What follows belongs to an exercise in optimizing a design on an open flow for a short achievable clock period and few clock cycles per item; a production flow would make more cautious choices. The RTL was checked by simulation tests, not by an equivalence proof against the original design. Power figures rest on the tool's default switching activity, not on a simulated workload.

**design/flow/config.mk**
```make
export PLATFORM = sky130hd
export DESIGN_NAME = exe_top
export DESIGN_NICKNAME = exe_top
export VERILOG_FILES = /design/flow/design.v
export SDC_FILE = /design/flow/constraint.sdc
export NUM_CORES = 4
export LEC_CHECK = 0
export CAP_MARGIN = 20
export CORE_MARGIN = 2
export CORE_UTILIZATION = 40
export SLEW_MARGIN = 20
```
**design/flow/constraint.sdc**
```tcl
create_clock -name core_clock -period 7.0 [get_ports {clk}]
set_input_delay 1.4000 -clock core_clock [delete_from_list [all_inputs] [get_ports {clk}]]
set_output_delay 1.4000 -clock core_clock [all_outputs]
set_load 0.01 [all_outputs]
```
**design/flow/design.v**
```verilog
package exe_pkg;
        localparam int XLEN       = 32;
        localparam int REG_ADDR_W = 5;
        localparam logic [6:0] OPC_OP     = 7'b0110011;
        localparam logic [6:0] OPC_OP_IMM = 7'b0010011;
        localparam logic [6:0] OPC_BRANCH = 7'b1100011;
        localparam logic [6:0] OPC_LUI    = 7'b0110111;
        localparam logic [6:0] OPC_AUIPC  = 7'b0010111;
        localparam logic [2:0] ALU_ADD_SUB = 3'b000;
        localparam logic [2:0] ALU_SLL     = 3'b001;
        localparam logic [2:0] ALU_SLT     = 3'b010;
        localparam logic [2:0] ALU_SLTU    = 3'b011;
        localparam logic [2:0] ALU_XOR     = 3'b100;
        localparam logic [2:0] ALU_SRL_SRA = 3'b101;
        localparam logic [2:0] ALU_OR      = 3'b110;
        localparam logic [2:0] ALU_AND     = 3'b111;
        localparam logic [2:0] BR_BEQ  = 3'b000;
        localparam logic [2:0] BR_BNE  = 3'b001;
        localparam logic [2:0] BR_BLT  = 3'b100;
        localparam logic [2:0] BR_BGE  = 3'b101;
        localparam logic [2:0] BR_BLTU = 3'b110;
        localparam logic [2:0] BR_BGEU = 3'b111;
        typedef struct packed {
                logic [31:0]             instr;
                logic [XLEN-1:0]         pc;
                logic [XLEN-1:0]         rs1;
                logic [XLEN-1:0]         rs2;
        } raw_rec_t;
        typedef struct packed {
                logic                    is_alu;
                logic                    is_br;
                logic                    is_up;
                logic [2:0]              funct3;
                logic                    alt;      
                logic [REG_ADDR_W-1:0]   rd;
        } ctl_t;
        typedef struct packed {
                ctl_t                    ctl;
                logic [XLEN-1:0]         x;        
                logic [XLEN-1:0]         y;        
                logic [15:0]             tg_lo;    
                logic                    tg_c;     
                logic                    tg_s;     
                logic [15:0]             pc_hi;
                logic [15:0]             up_lo;    
                logic                    up_c;
                logic [15:0]             up_a;     
                logic [15:0]             up_b;     
        } dec_rec_t;
        typedef struct packed {
                ctl_t                    ctl;
                logic [15:0]             x_hi;
                logic [15:0]             y_hi;
                logic [16:0]             sum_lo;   
                logic [16:0]             dif_lo;   
                logic [XLEN-1:0]         sll1;     
                logic [XLEN-1:0]         sr1;      
                logic                    fill;     
                logic [2:0]              sh_lo;    
                logic [XLEN-1:0]         lg;       
                logic                    eq;
                logic [XLEN-1:0]         target;
                logic [XLEN-1:0]         upper;
        } ex1_rec_t;
        typedef struct packed {
                ctl_t                    ctl;
                logic [XLEN-1:0]         sum;
                logic [XLEN-1:0]         dif;
                logic [XLEN-1:0]         sll;
                logic [XLEN-1:0]         sr;
                logic [XLEN-1:0]         lg;
                logic                    eq;
                logic                    lt;
                logic                    ltu;
                logic [XLEN-1:0]         target;
                logic [XLEN-1:0]         upper;
        } ex2_rec_t;
        typedef struct packed {
                logic [REG_ADDR_W-1:0]   rd;
                logic                    wr;
                logic [XLEN-1:0]         result;
                logic                    taken;
                logic [XLEN-1:0]         target;
        } out_rec_t;
endpackage
`timescale 1ns/100ps
module operand_decode (
        input  exe_pkg::raw_rec_t   raw_i,
        output exe_pkg::dec_rec_t   rec_o
);
        logic [6:0]                 opcode;
        logic [2:0]                 funct3;
        logic [exe_pkg::XLEN-1:0]   imm_i;
        logic [exe_pkg::XLEN-1:0]   imm_b;
        logic                       is_op;
        logic                       is_op_imm;
        logic                       is_auipc;
        logic [15:0]                up_base_lo;
        assign opcode = raw_i.instr[6:0];
        assign funct3 = raw_i.instr[14:12];
        assign imm_i = {{20{raw_i.instr[31]}}, raw_i.instr[31:20]};
        assign imm_b = {{20{raw_i.instr[31]}}, raw_i.instr[7], raw_i.instr[30:25],
                        raw_i.instr[11:8], 1'b0};
        assign is_op     = (opcode == exe_pkg::OPC_OP);
        assign is_op_imm = (opcode == exe_pkg::OPC_OP_IMM);
        assign is_auipc  = (opcode == exe_pkg::OPC_AUIPC);
        assign up_base_lo = is_auipc ? raw_i.pc[15:0] : 16'd0;
        always_comb begin
                rec_o.ctl.is_alu = is_op | is_op_imm;
                rec_o.ctl.is_br  = (opcode == exe_pkg::OPC_BRANCH);
                rec_o.ctl.is_up  = (opcode == exe_pkg::OPC_LUI) || is_auipc;
                rec_o.ctl.funct3 = funct3;
                rec_o.ctl.alt    = raw_i.instr[30] & (is_op |
                                   (is_op_imm & (funct3 == exe_pkg::ALU_SRL_SRA)));
                rec_o.ctl.rd     = raw_i.instr[11:7];
                rec_o.x          = raw_i.rs1;
                rec_o.y          = is_op_imm ? imm_i : raw_i.rs2;
                {rec_o.tg_c, rec_o.tg_lo} = {1'b0, raw_i.pc[15:0]} + {1'b0, imm_b[15:0]};
                rec_o.tg_s       = raw_i.instr[31];
                rec_o.pc_hi      = raw_i.pc[31:16];
                {rec_o.up_c, rec_o.up_lo[15:12]} = {1'b0, up_base_lo[15:12]} +
                                                   {1'b0, raw_i.instr[15:12]};
                rec_o.up_lo[11:0] = up_base_lo[11:0];
                rec_o.up_a       = is_auipc ? raw_i.pc[31:16] : 16'd0;
                rec_o.up_b       = raw_i.instr[31:16];
        end
endmodule
`timescale 1ns/100ps
module pipe_slot #(
        parameter int W = 8
) (
        input  logic            clk,
        input  logic            reset_n,
        input  logic            prev_valid_i,    
        input  logic [W-1:0]    data_i,          
        input  logic            next_valid_i,    
        output logic            valid_o,
        output logic [W-1:0]    data_o
);
        always_ff @(posedge clk or negedge reset_n) begin
                if (!reset_n) begin
                        valid_o <= 1'b0;
                end else begin
                        valid_o <= valid_o ? next_valid_i : prev_valid_i;
                end
        end
        always_ff @(posedge clk) begin
                if (!valid_o) begin
                        data_o <= data_i;
                end
        end
endmodule
`timescale 1ns/100ps
module alu_lo (
        input  exe_pkg::dec_rec_t   rec_i,
        output exe_pkg::ex1_rec_t   rec_o
);
        logic [1:0]             sh_hi;
        logic                   fill;
        logic [31:0]            x;
        logic [31:0]            y;
        assign x     = rec_i.x;
        assign y     = rec_i.y;
        assign sh_hi = y[4:3];
        assign fill  = rec_i.ctl.alt & x[31];
        always_comb begin
                rec_o.ctl    = rec_i.ctl;
                rec_o.x_hi   = x[31:16];
                rec_o.y_hi   = y[31:16];
                rec_o.sum_lo = {1'b0, x[15:0]} + {1'b0, y[15:0]};
                rec_o.dif_lo = {1'b1, x[15:0]} - {1'b0, y[15:0]};
                case (sh_hi)
                        2'd0: rec_o.sll1 = x;
                        2'd1: rec_o.sll1 = {x[23:0], 8'd0};
                        2'd2: rec_o.sll1 = {x[15:0], 16'd0};
                        default: rec_o.sll1 = {x[7:0], 24'd0};
                endcase
                case (sh_hi)
                        2'd0: rec_o.sr1 = x;
                        2'd1: rec_o.sr1 = {{8{fill}}, x[31:8]};
                        2'd2: rec_o.sr1 = {{16{fill}}, x[31:16]};
                        default: rec_o.sr1 = {{24{fill}}, x[31:24]};
                endcase
                rec_o.fill   = fill;
                rec_o.sh_lo  = y[2:0];
                case (rec_i.ctl.funct3)
                        exe_pkg::ALU_XOR: rec_o.lg = x ^ y;
                        exe_pkg::ALU_OR:  rec_o.lg = x | y;
                        default:          rec_o.lg = x & y;
                endcase
                rec_o.eq     = (x == y);
                rec_o.target = {rec_i.pc_hi + {16{rec_i.tg_s}} + {15'd0, rec_i.tg_c},
                                rec_i.tg_lo};
                rec_o.upper  = {rec_i.up_a + rec_i.up_b + {15'd0, rec_i.up_c},
                                rec_i.up_lo};
        end
endmodule
module alu_hi (
        input  exe_pkg::ex1_rec_t   rec_i,
        output exe_pkg::ex2_rec_t   rec_o
);
        logic [16:0]            dif_hi;
        logic signed [32:0]     sr_in;
        logic signed [32:0]     sr_out;
        assign dif_hi = {1'b1, rec_i.x_hi} - {1'b0, rec_i.y_hi} - {16'd0, ~rec_i.dif_lo[16]};
        assign sr_in  = {rec_i.fill, rec_i.sr1};
        assign sr_out = sr_in >>> rec_i.sh_lo;
        always_comb begin
                rec_o.ctl    = rec_i.ctl;
                rec_o.sum    = {rec_i.x_hi + rec_i.y_hi + {15'd0, rec_i.sum_lo[16]},
                                rec_i.sum_lo[15:0]};
                rec_o.dif    = {dif_hi[15:0], rec_i.dif_lo[15:0]};
                rec_o.ltu    = ~dif_hi[16];
                rec_o.lt     = (rec_i.x_hi[15] ^ rec_i.y_hi[15]) ? rec_i.x_hi[15] : dif_hi[15];
                rec_o.sll    = rec_i.sll1 << rec_i.sh_lo;
                rec_o.sr     = sr_out[31:0];
                rec_o.lg     = rec_i.lg;
                rec_o.eq     = rec_i.eq;
                rec_o.target = rec_i.target;
                rec_o.upper  = rec_i.upper;
        end
endmodule
module alu_select (
        input  exe_pkg::ex2_rec_t   rec_i,
        output exe_pkg::out_rec_t   rec_o
);
        logic [exe_pkg::XLEN-1:0]   alu_out;
        logic                       br_taken;
        always_comb begin
                case (rec_i.ctl.funct3)
                        exe_pkg::ALU_ADD_SUB: alu_out = rec_i.ctl.alt ? rec_i.dif : rec_i.sum;
                        exe_pkg::ALU_SLL:     alu_out = rec_i.sll;
                        exe_pkg::ALU_SLT:     alu_out = {31'd0, rec_i.lt};
                        exe_pkg::ALU_SLTU:    alu_out = {31'd0, rec_i.ltu};
                        exe_pkg::ALU_SRL_SRA: alu_out = rec_i.sr;
                        default:              alu_out = rec_i.lg;
                endcase
        end
        always_comb begin
                case (rec_i.ctl.funct3)
                        exe_pkg::BR_BEQ:  br_taken = rec_i.eq;
                        exe_pkg::BR_BNE:  br_taken = ~rec_i.eq;
                        exe_pkg::BR_BLT:  br_taken = rec_i.lt;
                        exe_pkg::BR_BGE:  br_taken = ~rec_i.lt;
                        exe_pkg::BR_BLTU: br_taken = rec_i.ltu;
                        exe_pkg::BR_BGEU: br_taken = ~rec_i.ltu;
                        default:          br_taken = 1'b0;
                endcase
        end
        always_comb begin
                rec_o.wr     = rec_i.ctl.is_alu | rec_i.ctl.is_up;
                rec_o.rd     = (rec_i.ctl.is_alu | rec_i.ctl.is_up) ? rec_i.ctl.rd : '0;
                rec_o.result = rec_i.ctl.is_alu ? alu_out :
                               rec_i.ctl.is_up  ? rec_i.upper : '0;
                rec_o.taken  = rec_i.ctl.is_br & br_taken;
                rec_o.target = rec_i.ctl.is_br ? rec_i.target : '0;
        end
endmodule
`timescale 1ns/100ps
module exe_top (
        input  logic                                clk,
        input  logic                                reset_n,
        input  logic                                in_req_i,
        output logic                                in_ack_o,
        input  logic [31:0]                         instr_i,
        input  logic [exe_pkg::XLEN-1:0]            pc_i,
        input  logic [exe_pkg::XLEN-1:0]            rs1_i,
        input  logic [exe_pkg::XLEN-1:0]            rs2_i,
        output logic                                res_req_o,
        input  logic                                res_ack_i,
        output logic [exe_pkg::REG_ADDR_W-1:0]      rd_addr_o,
        output logic                                write_rd_o,
        output logic [exe_pkg::XLEN-1:0]            result_o,
        output logic                                branch_taken_o,
        output logic [exe_pkg::XLEN-1:0]            branch_target_o
);
        logic                   v0, v1, v2, v3, v4;
        logic                   out_v;           
        exe_pkg::raw_rec_t      raw_in;
        exe_pkg::raw_rec_t      s0;
        exe_pkg::dec_rec_t      dec_d, s1;
        exe_pkg::ex1_rec_t      ex1_d, s2;
        exe_pkg::ex2_rec_t      ex2_d, s3;
        exe_pkg::out_rec_t      out_d, s4, out_q;
        localparam int DEC_W = $bits(s1);
        localparam int EX1_W = $bits(s2);
        localparam int EX2_W = $bits(s3);
        localparam int OUT_W = $bits(s4);
        always_ff @(posedge clk or negedge reset_n) begin
                if (!reset_n) begin
                        in_ack_o <= 1'b0;
                        v0       <= 1'b0;
                end else begin
                        in_ack_o <= in_ack_o ? in_req_i : (in_req_i & ~v0);
                        v0       <= v0 ? v1 : (in_req_i & ~in_ack_o);
                end
        end
        assign raw_in.instr = instr_i;
        assign raw_in.pc    = pc_i;
        assign raw_in.rs1   = rs1_i;
        assign raw_in.rs2   = rs2_i;
        always_ff @(posedge clk) begin
                if (!v0) begin
                        s0 <= raw_in;
                end
        end
        operand_decode u_decode (
                .raw_i (s0),
                .rec_o (dec_d)
        );
        pipe_slot #(.W(DEC_W)) u_s1 (
                .clk          (clk),
                .reset_n      (reset_n),
                .prev_valid_i (v0),
                .data_i       (dec_d),
                .next_valid_i (v2),
                .valid_o      (v1),
                .data_o       (s1)
        );
        alu_lo u_alu_lo (
                .rec_i (s1),
                .rec_o (ex1_d)
        );
        pipe_slot #(.W(EX1_W)) u_s2 (
                .clk          (clk),
                .reset_n      (reset_n),
                .prev_valid_i (v1),
                .data_i       (ex1_d),
                .next_valid_i (v3),
                .valid_o      (v2),
                .data_o       (s2)
        );
        alu_hi u_alu_hi (
                .rec_i (s2),
                .rec_o (ex2_d)
        );
        pipe_slot #(.W(EX2_W)) u_s3 (
                .clk          (clk),
                .reset_n      (reset_n),
                .prev_valid_i (v2),
                .data_i       (ex2_d),
                .next_valid_i (v4),
                .valid_o      (v3),
                .data_o       (s3)
        );
        alu_select u_sel (
                .rec_i (s3),
                .rec_o (out_d)
        );
        pipe_slot #(.W(OUT_W)) u_s4 (
                .clk          (clk),
                .reset_n      (reset_n),
                .prev_valid_i (v3),
                .data_i       (out_d),
                .next_valid_i (out_v),
                .valid_o      (v4),
                .data_o       (s4)
        );
        always_ff @(posedge clk or negedge reset_n) begin
                if (!reset_n) begin
                        out_v     <= 1'b0;
                        res_req_o <= 1'b0;
                end else begin
                        if (res_req_o) begin
                                if (res_ack_i) begin
                                        out_v     <= 1'b0;
                                        res_req_o <= 1'b0;
                                end
                        end else begin
                                out_v     <= out_v | v4;
                                res_req_o <= (out_v | v4) & ~res_ack_i;
                        end
                end
        end
        always_ff @(posedge clk) begin
                if (!out_v) begin
                        out_q <= s4;
                end
        end
        assign rd_addr_o       = out_q.rd;
        assign write_rd_o      = out_q.wr;
        assign result_o        = out_q.result;
        assign branch_taken_o  = out_q.taken;
        assign branch_target_o = out_q.target;
endmodule
```
**design/flow/run.sh**
```bash
#!/bin/bash
# synth_recipe.tcl (not shown) runs the flow's synth.tcl, then flattens the netlist and writes it again
# the make line also repeats each setting of config.mk as NAME=value (left out here)
make -C /OpenROAD-flow-scripts/flow DESIGN_CONFIG=/design/flow/config.mk WORK_HOME=/design/flow/orfs CLKGATE_MAP_FILE= SYNTH_SCRIPT=/design/flow/synth_recipe.tcl finish
```
==> results of run 1 <==
layout by cell type, fill, tap and decap left out, types with 16 or more instances in the layout:
cell type | Yosys | routed
sky130_fd_sc_hd__edfxtp_1 | 908 | 908
sky130_fd_sc_hd__clkdlybuf4s50_1 | 0 | 204
sky130_fd_sc_hd__inv_1 | 182 | 176
sky130_fd_sc_hd__ha_1 | 171 | 171
sky130_fd_sc_hd__nor2_1 | 154 | 154
sky130_fd_sc_hd__a21oi_1 | 149 | 149
sky130_fd_sc_hd__o21ai_0 | 143 | 143
sky130_fd_sc_hd__nand2_1 | 133 | 133
sky130_fd_sc_hd__clkbuf_16 | 0 | 98
sky130_fd_sc_hd__mux2i_1 | 79 | 79
sky130_fd_sc_hd__and2_1 | 70 | 70
sky130_fd_sc_hd__nor2b_1 | 56 | 55
sky130_fd_sc_hd__a21o_1 | 54 | 54
sky130_fd_sc_hd__xnor2_1 | 54 | 54
sky130_fd_sc_hd__mux2_2 | 52 | 52
sky130_fd_sc_hd__a211oi_1 | 48 | 48
sky130_fd_sc_hd__o21bai_1 | 42 | 42
sky130_fd_sc_hd__nor3_1 | 36 | 35
sky130_fd_sc_hd__o22ai_1 | 35 | 35
sky130_fd_sc_hd__clkinv_1 | 3 | 31
sky130_fd_sc_hd__a32o_1 | 30 | 30
sky130_fd_sc_hd__buf_4 | 2 | 30
sky130_fd_sc_hd__mux4_2 | 28 | 28
sky130_fd_sc_hd__nand3_1 | 26 | 26
sky130_fd_sc_hd__xor2_1 | 24 | 24
sky130_fd_sc_hd__nand2b_1 | 24 | 23
sky130_fd_sc_hd__clkinv_2 | 0 | 17
sky130_fd_sc_hd__o211ai_1 | 16 | 16
sky130_fd_sc_hd__clkbuf_1 | 90 | 16
registers in the layout, indices dropped and copies added, names as in the netlist:
| name | count |
|---|---|
| res_req_o | 1 |
| u_s4.data_o | 71 |
| out_v | 1 |
| v0 | 1 |
| u_s3.valid_o | 1 |
| u_s1.data_o | 158 |
| u_s2.data_o | 242 |
| out_q | 71 |
| u_s4.valid_o | 1 |
| u_s3.data_o | 238 |
| s0 | 128 |
| u_s1.valid_o | 1 |
| u_s2.valid_o | 1 |
| in_ack_o | 1 |
per-layer routing:
metal / vias up / GRT usage [%] / part of all wire [%] / wire (µm)
met3: 129 / 3.50 / 6.5 / 6840
met2: 765 / 31.7 / 46 / 48500
met1: 12000 / 29.1 / 45 / 47400
met5: - / 0 / 0 / 0
met4: 0 / 5.09 / 2.0 / 2060
li1: 11100 / - / - / -
through the flow:
| step | total power [mW] | std cells |
|---|---|---|
| 2_1_floorplan | 17.5 | 2815 |
| 3_3_place_gp | 20.9 | 4291 |
| 3_5_place_dp | 21.1 | 4291 |
| 4_1_cts | 26.2 | 4473 |
| 5_1_grt | 27.7 | 4473 |
| 6_report | 26.1 | 4476 |
power by group:
part | total (mW) | internal (mW) | switching (mW)
Sequential | 11.1 | 9.83 | 1.31
Clock | 5.05 | 2.88 | 2.17
Combinational | 9.88 | 3.68 | 6.21
Total | 26.1 | 16.4 | 9.69
final timing paths:
check,start,end,slack [ns],depth (start not counted)
worst max-delay path,u_s1.data_o[86],u_s2.data_o[179],2.83,9
worst min-delay path,u_s2.data_o[92],u_s3.data_o[94],0.38,0
worst max register to register,u_s1.data_o[86],u_s2.data_o[179],2.83,9
worst min register to register,u_s2.data_o[92],u_s3.data_o[94],0.38,0
max in group asynchronous,reset_n,u_s4.valid_o,5.66,1
min in group asynchronous,reset_n,u_s1.valid_o,1.03,1
kinds of logic (layout without fill, tap and decap cells):
family,count (synthesis),count (layout),share of synthesized area (%)
AOI/OAI and AO/OA,622,622,10.1
xor gates and xnor gates,78,78,1.68
adders and majority gates,183,183,5.87
buffers and inverters,302,603,2.88
DFF,916,916,67.7
muxes,168,168,5.28
other,0,3,0
and+or+nand+nor,546,546,6.54
layout make-up:
cell class	instances	area (µm²)
Fill cell	8705	53000
Sequential cell	916	27500
Multi-Input combinational cell	1597	12000
Clock buffer	114	2510
Timing Repair Buffer	234	2270
Tap cell	1357	1700
Inverter	187	727
Clock inverter	68	636
Antenna cell	3	7.51
worst reg2reg max path, cell delays in order (launching register included):
cell and delay, ns:
sky130_fd_sc_hd__edfxtp_1 0.32, sky130_fd_sc_hd__buf_4 0.64, sky130_fd_sc_hd__clkinv_1 0.77, sky130_fd_sc_hd__ha_1 0.59, sky130_fd_sc_hd__inv_1 0.16, sky130_fd_sc_hd__a311oi_1 0.13, sky130_fd_sc_hd__o21bai_1 0.51, sky130_fd_sc_hd__nand3_1 0.23
sky130_fd_sc_hd__o311ai_0 0.39, sky130_fd_sc_hd__o211ai_1 0.15
==> metrics.log, run 1 <==
INFO  metric run_status = no timing/DRC/antenna violations
INFO  metric avgRoutedWirePerCell = 23.4 µm
INFO  metric postCtsSetupRepairBufs = 0
INFO  metric worst_ep_required_time = 7.41 ns
INFO  metric htree_levels = 3
INFO  metric finish.instance_area = 0.0473 mm²
INFO  metric ctsResizeCount = 0
INFO  metric core_area = 0.100 mm²
INFO  metric synthesis.nets = around 3,100
INFO  metric route.detailed.drc = 0
INFO  metric final_util = 47.1%
INFO  metric grt_antenna_before_repair = 0
INFO  metric first_global_vias = between 20,000 and 25,000
INFO  metric post-route-worst-setup-slack = 2.83 ns
INFO  metric fin_skew = 0.0581 ns
INFO  metric grt_first_pass_wirelength = 155 mm
INFO  metric master_cell_of_the_clock_root_buffer = sky130_fd_sc_hd__clkbuf_16
INFO  metric die_width = 322 µm
INFO  metric yosys_register_bits = 916
INFO  metric synthDominantAreaCellType = sky130_fd_sc_hd__edfxtp_1
INFO  metric min_path_type = reg -> reg
INFO  metric synth_flop_cell = sky130_fd_sc_hd__edfxtp_1
INFO  metric synth.most_common_cell = sky130_fd_sc_hd__edfxtp_1
INFO  metric fin_worst_hold_slack = 0.377 ns
INFO  metric yosysUniqueCellTypes = 75
INFO  metric clock_sink_count = 916
INFO  metric yosys_warnings = 9
INFO  metric synth_enable_flop_cells = 908
INFO  metric die-area = between 0.1 and 0.15 mm²
INFO  metric ys_async_sr_fraction = 0.873%
INFO  metric tritoncts = done
INFO  metric grtUsageTotal = 20.2%
INFO  metric detailed_place_hpwl = 74.3 mm
INFO  metric grt-ovfl-total = 0
INFO  metric initial_core_util = 40.5%
INFO  metric finalNetCount = roughly 3,300
INFO  metric finalHoldViolCount = 0
INFO  metric yosysTopAreaCellShare = 67.2%
INFO  metric drt-total-wl = 105 mm
INFO  metric crit_type = reg -> reg
INFO  metric setup_violations = 0
INFO  metric routed-via-count = 24,000
INFO  metric detail_route.first_pass.iterations = 6
INFO  metric maximum_number_of_pins_on_one_net_before_global_route_repair = 103
INFO  metric row_count = 116
INFO  metric critical_path.max_fanout = 75
INFO  metric worstPathArrival = 4.59 ns
INFO  metric placement.cell_area = 0.0441 mm²
INFO  metric dieHeight = between 300 and 400 µm
INFO  metric rsz0062_at_grt = no
INFO  metric cts_made_buffers = between 90 and 100
INFO  metric max-slew-margin-rel = 21.9%
INFO  metric synth_common_cells = sky130_fd_sc_hd__edfxtp_1, sky130_fd_sc_hd__inv_1, sky130_fd_sc_hd__ha_1
INFO  metric cts_hold_buffers = 0
INFO  metric drv.max_cap_violation_count = 0
INFO  metric mappedNetlistArea = ~0.041 mm²
INFO  metric average_cell_area_after_synthesis = 14.4 µm²
INFO  metric clkLatencyLatePin = 0.69 ns
INFO  metric min_period = 4.17 ns
INFO  metric path_cells = buf_4, clkinv_1, ha_1, inv_1, a311oi_1, o21bai_1, nand3_1, o311ai_0, o211ai_1
INFO  metric clk_pin_slew = approximately 0.060 ns
INFO  metric post_synth_inst_count = 2,815
INFO  metric worst_path_largest_cell_delay = around 0.76 ns
INFO  metric synth_top_cells_by_area = sky130_fd_sc_hd__edfxtp_1, sky130_fd_sc_hd__ha_1, sky130_fd_sc_hd__mux2i_1, sky130_fd_sc_hd__a21oi_1, sky130_fd_sc_hd__o21ai_0
INFO  metric powerDensity = ~550 mW/mm²
INFO  metric totalNegativeSetupSlack = 0 ns
INFO  metric vias_per_cell = 5.35
INFO  metric startpoint_type = flop
INFO  metric worstSetupEndpointType = flop
INFO  metric cts.path.max_buffers = 3
INFO  metric worstMarginPinSlew = 1.16 ns
INFO  metric area_delta_synth_final = 16.5%
INFO  metric power.static_leakage = 18.0 nW
INFO  metric io_pins = between 200 and 250
INFO  metric slew_violations = 0
INFO  metric critical_path_buf_inv_count = 3
INFO  metric drt_iter0_markers = 2,390
INFO  metric gp_congestion = 0.942
INFO  metric synth.yosys.seq_area_share = 67.7%
INFO  metric critical-path-top-delay-family = buffers and inverters
INFO  metric worst_path_max_delay_cell = sky130_fd_sc_hd__clkinv_1
INFO  metric dpl_worst_slack = 2.88 ns
INFO  metric timing.final.crit_share = 59.6%
INFO  metric drive_above_1_share = 9.18%
INFO  metric ant_nets = 0
INFO  metric ir_worst_vdd = 0.299 mV
INFO  metric fmax = 240 MHz
INFO  metric place.port_buffers = 204
Testbench counts, summed over its fixed seeds: cycles 36,060, items 18,000.
==> inputs of run 2 (changes only) <==
--- a/design/flow/config.mk
+++ b/design/flow/config.mk
@@ -5,7 +5,10 @@
 export SDC_FILE = /design/flow/constraint.sdc
 export NUM_CORES = 4
 export LEC_CHECK = 0
+export ABC_CLOCK_PERIOD_IN_PS = 1500
 export CAP_MARGIN = 20
 export CORE_MARGIN = 2
 export CORE_UTILIZATION = 40
+export SETUP_SLACK_MARGIN = 4.6
 export SLEW_MARGIN = 20
+export TNS_END_PERCENT = 100
==> run 2 against run 1 <==
Effect of this change:
- synthesized cell count unchanged
- still clean on timing, DRC and antenna
- utilization up 2.3 points
- clock-buffer cell count up 1
- critical endpoint is now u_s3.data_o[223]
- clock skew up 0.017 ns
- setup slack better by 1.5 ns
- cell count up 3.2%
- largest power group is now combinational logic
==> metrics.log, run 2 <==
INFO  metric run_status = no timing/DRC/antenna violations
INFO  metric clk_pin_slew = about 0.06 ns
INFO  metric ys_async_sr_fraction = 0.873%
INFO  metric synth_top_cells_by_area = sky130_fd_sc_hd__edfxtp_1, sky130_fd_sc_hd__ha_1, sky130_fd_sc_hd__mux2i_1, sky130_fd_sc_hd__a21oi_1, sky130_fd_sc_hd__o21ai_0
INFO  metric max-slew-margin-rel = around a third
INFO  metric average_cell_area_after_synthesis = 14.4 µm²
INFO  metric place.port_buffers = 204
INFO  metric timing.final.crit_share = around two fifths
INFO  metric largest_register_ff_count = 242
INFO  metric rsz0062_at_grt = yes
INFO  metric yosys_warnings = 9
INFO  metric io_pins = 205
INFO  metric detail_route.first_pass.iterations = 6
INFO  metric cts_hold_buffers = 0
INFO  metric post_synth_inst_count = 2,815
INFO  metric cts.path.max_buffers = 3
INFO  metric drt-total-wl = between 100 and 150 mm
INFO  metric synth_flop_cell = sky130_fd_sc_hd__edfxtp_1
INFO  metric yosysTopAreaCellShare = 67.2%
INFO  metric power.static_leakage = 19.0 nW
INFO  metric worst_ep_required_time = about 7.5 ns
INFO  metric largestRegisters = u_s2.data_o x242, u_s3.data_o x238, u_s1.data_o x158
INFO  metric fin_skew = between 0.07 and 0.08 ns
INFO  metric critical-path-top-delay-family = compound AO/OA/AOI/OAI gates
INFO  metric finalHoldViolCount = 0
INFO  metric critical_path_buf_inv_count = 2
INFO  metric synth_common_cells = sky130_fd_sc_hd__edfxtp_1, sky130_fd_sc_hd__inv_1, sky130_fd_sc_hd__ha_1
INFO  metric grt-ovfl-total = 0
INFO  metric master_cell_of_the_clock_root_buffer = sky130_fd_sc_hd__clkbuf_16
INFO  metric min_path_type = reg -> reg
INFO  metric avgRoutedWirePerCell = 24.0 µm
INFO  metric synthDominantAreaCellType = sky130_fd_sc_hd__edfxtp_1
INFO  metric finalNetCount = 3,495
INFO  metric power.total = 27.8 mW
INFO  metric fmax = 368 MHz
INFO  metric core_area = 0.100 mm²
INFO  metric worst_path_largest_cell_delay = 0.42 ns
INFO  metric commonest_non_fill_non_tap_cells_in_the_layout = sky130_fd_sc_hd__edfxtp_1, sky130_fd_sc_hd__inv_1, sky130_fd_sc_hd__nor2_1
INFO  metric htree_levels = 3
INFO  metric synth.yosys.seq_area_share = 67.7%
INFO  metric multi_input_combinational_cell_area = 0.0131 mm²
INFO  metric synth_enable_flop_cells = 908
INFO  metric largest-register = u_s2.data_o
INFO  metric die-area = 0.104 mm²
INFO  metric clock_sink_count = just over 900
INFO  metric drv.max_cap_violation_count = 0
INFO  metric min_period = 2.72 ns
INFO  metric gp_congestion = 0.905
INFO  metric worstPathArrival = 3.16 ns
INFO  metric ir_worst_vdd = 0.278 mV
INFO  metric dieHeight = 322 µm
INFO  metric powerDensity = 562 mW/mm²
INFO  metric grtUsageTotal = between 20% and 30%
INFO  metric r2r_slack = around 4.3 ns
INFO  metric worstSetupEndpointType = flop
INFO  metric detailed_place_hpwl = 74.6 mm
INFO  metric die_width = between 300 and 400 µm
INFO  metric yosys_register_bits = 916
INFO  metric grt_first_pass_wirelength = around 160 mm
INFO  metric vias_per_cell = 5.40
INFO  metric critical_path.max_fanout = 3
INFO  metric route.detailed.drc = 0
INFO  metric initial_core_util = 40.5%
INFO  metric drive_above_1_share = approximately a fifth
INFO  metric synth.most_common_cell = sky130_fd_sc_hd__edfxtp_1
INFO  metric drt_iter0_markers = 2,652
INFO  metric ant_nets = 0
INFO  metric maximum_number_of_pins_on_one_net_before_global_route_repair = 140
INFO  metric path_cells = inv_2, fa_2, inv_2, fa_2, nand2b_4, a221oi_4, o2111ai_2, a21oi_2, mux2_4, a2111oi_4
INFO  metric clkLatencyLatePin = 0.71 ns
INFO  metric slew_violations = 0
INFO  metric grt_antenna_before_repair = 7
INFO  metric worstMarginPinSlew = a little over 1 ns
INFO  metric totalNegativeSetupSlack = 0 ns
INFO  metric setup_violations = 0
INFO  metric row_count = 116
INFO  metric routed-via-count = approximately 25,000
INFO  metric cts_made_buffers = 96
INFO  metric placed_cells_incl_taps = 4,289
INFO  metric finish.cell_count_without_fillers = approximately 4,600
INFO  metric startpoint_type = flop
INFO  metric synthesis.nets = between 3,000 and 4,000
INFO  metric worst_path_max_delay_cell = sky130_fd_sc_hd__fa_2
INFO  metric num-fill-cells = 8,608
INFO  metric first_global_vias = roughly 24,000
INFO  metric tritoncts = done
INFO  metric crit_type = reg -> reg
INFO  metric mappedNetlistArea = 0.0406 mm²
INFO  metric layout.cells.most_common = sky130_fd_sc_hd__edfxtp_1
INFO  metric yosysUniqueCellTypes = 75
INFO  metric sequential_cell_area = 0.0275 mm²
INFO  metric area_delta_synth_final = 22.1%
## run 2: timing repair
| action | 4_1_cts | 5_1_grt |
|---|---|---|
| resized for setup | 472 | 108 |
| cloned | 6 | 3 |
| endpoints found under the hold margin | 0 | 0 |
| pin swaps | 72 | 75 |
| setup endpoints to repair | 522 | 465 |
| buffers inserted | 91 | 49 |
## run 2: worst paths after layout
check,start,endpoint,cells past startpoint
setup / recovery,u_s2.data_o[199],u_s3.data_o[223],10
min in group asynchronous,reset_n,out_v,1
max in group asynchronous,reset_n,u_s1.valid_o,1
hold reg to reg,u_s4.data_o[9],out_q[9],0
hold / removal,u_s4.data_o[9],out_q[9],0
setup reg to reg,u_s2.data_o[199],u_s3.data_o[223],10
## run 2: report_power, final
part / total (mW) / switching [mW] / leakage (nW) / internal (mW)
Combinational: 11.7 / 7.00 / 7.99 / 4.68
Clock: 5.03 / 2.21 / 1.48 / 2.82
Sequential: 11.1 / 1.28 / 9.49 / 9.83
Total: 27.8 / 10.5 / 19.0 / 17.3
## run 2: logic make-up after synthesis
| logic type | synth area share, % |
|---|---|
| mux | 5.28 |
| fa+ha+maj | 5.87 |
| flops | 67.7 |
| simple gates | 6.54 |
| buf+inv | 2.88 |
| xor+xnor | 1.68 |
| compound gates | 10.1 |
## run 2: through the flow
| stage | area [µm²] | utilization, % | setup slack (ns) | hold WS (ns) |
|---|---|---|---|---|
| after floorplan | 40700 | - | 2.59 | 0.400 |
| after global placement | 44200 | 44.1 | 3.49 | 0.400 |
| after detailed placement | 44200 | 44.1 | 3.49 | 0.405 |
| after CTS | 48600 | 48.5 | 4.25 | 0.389 |
| after global routing | 49500 | 49.4 | 4.14 | 0.412 |
| final | 49500 | 49.4 | 4.28 | 0.401 |
## run 2: routing by layer
metal  GRT usage, %  vias up  wire, µm
met1           30.5    12500     49500
met2           31.9      905     50500
met3           3.70      145      8050
met5              0        -         0
li1               -    11300         -
met4           7.19        0      2930
## run 2: area by class of cell
cell class / count / area share (%)
flip-flops and latches: 916 / 55.4
multi-input cells: 1598 / 26.5
repair inverters: 2 / 0.0202
repair buffers: 379 / 6.78
inverters: 187 / 1.53
clock buffers: 115 / 4.99
well taps: 1357 / 3.43
diodes: 2 / 0.0101
clock inverters: 61 / 1.28
## run 2: worst register-to-register path, cell delays in order, from the launching register on
cell	delay, ns
sky130_fd_sc_hd__edfxtp_1	0.38
sky130_fd_sc_hd__inv_2	0.05
sky130_fd_sc_hd__fa_2	0.42
sky130_fd_sc_hd__inv_2	0.08
sky130_fd_sc_hd__fa_2	0.24
sky130_fd_sc_hd__nand2b_4	0.08
sky130_fd_sc_hd__a221oi_4	0.32
sky130_fd_sc_hd__o2111ai_2	0.18
sky130_fd_sc_hd__a21oi_2	0.20
sky130_fd_sc_hd__mux2_4	0.33
sky130_fd_sc_hd__a2111oi_4	0.21

==> what the ideal ports hide <==
The flow's constraints put no driver on any port. The routed layouts listed below were extracted and timed again, unchanged, in two steps. Step 1: set_driving_cell puts a clkbuf_16 on clk and a buf_2 on each other input, an assumption about the parent block. Step 2 times the ports against the registers' clock, not the clock port: input delays grow and output delays shrink by t, the midpoint of the rising clock arrivals with the driver on. Slacks: ideal ports / drivers / drivers and shift; pairs: ideal ports / drivers.
run	t (ns)	slack for setup (ns)	worst setup path after step 2	cell pins on the clock port's net
run 1	0.736	2.825 / 2.825 / 2.825	register to register	1
run 2	0.744	4.282 / 4.276 / 4.282	register to register	1
After both steps every run listed still meets setup and hold.
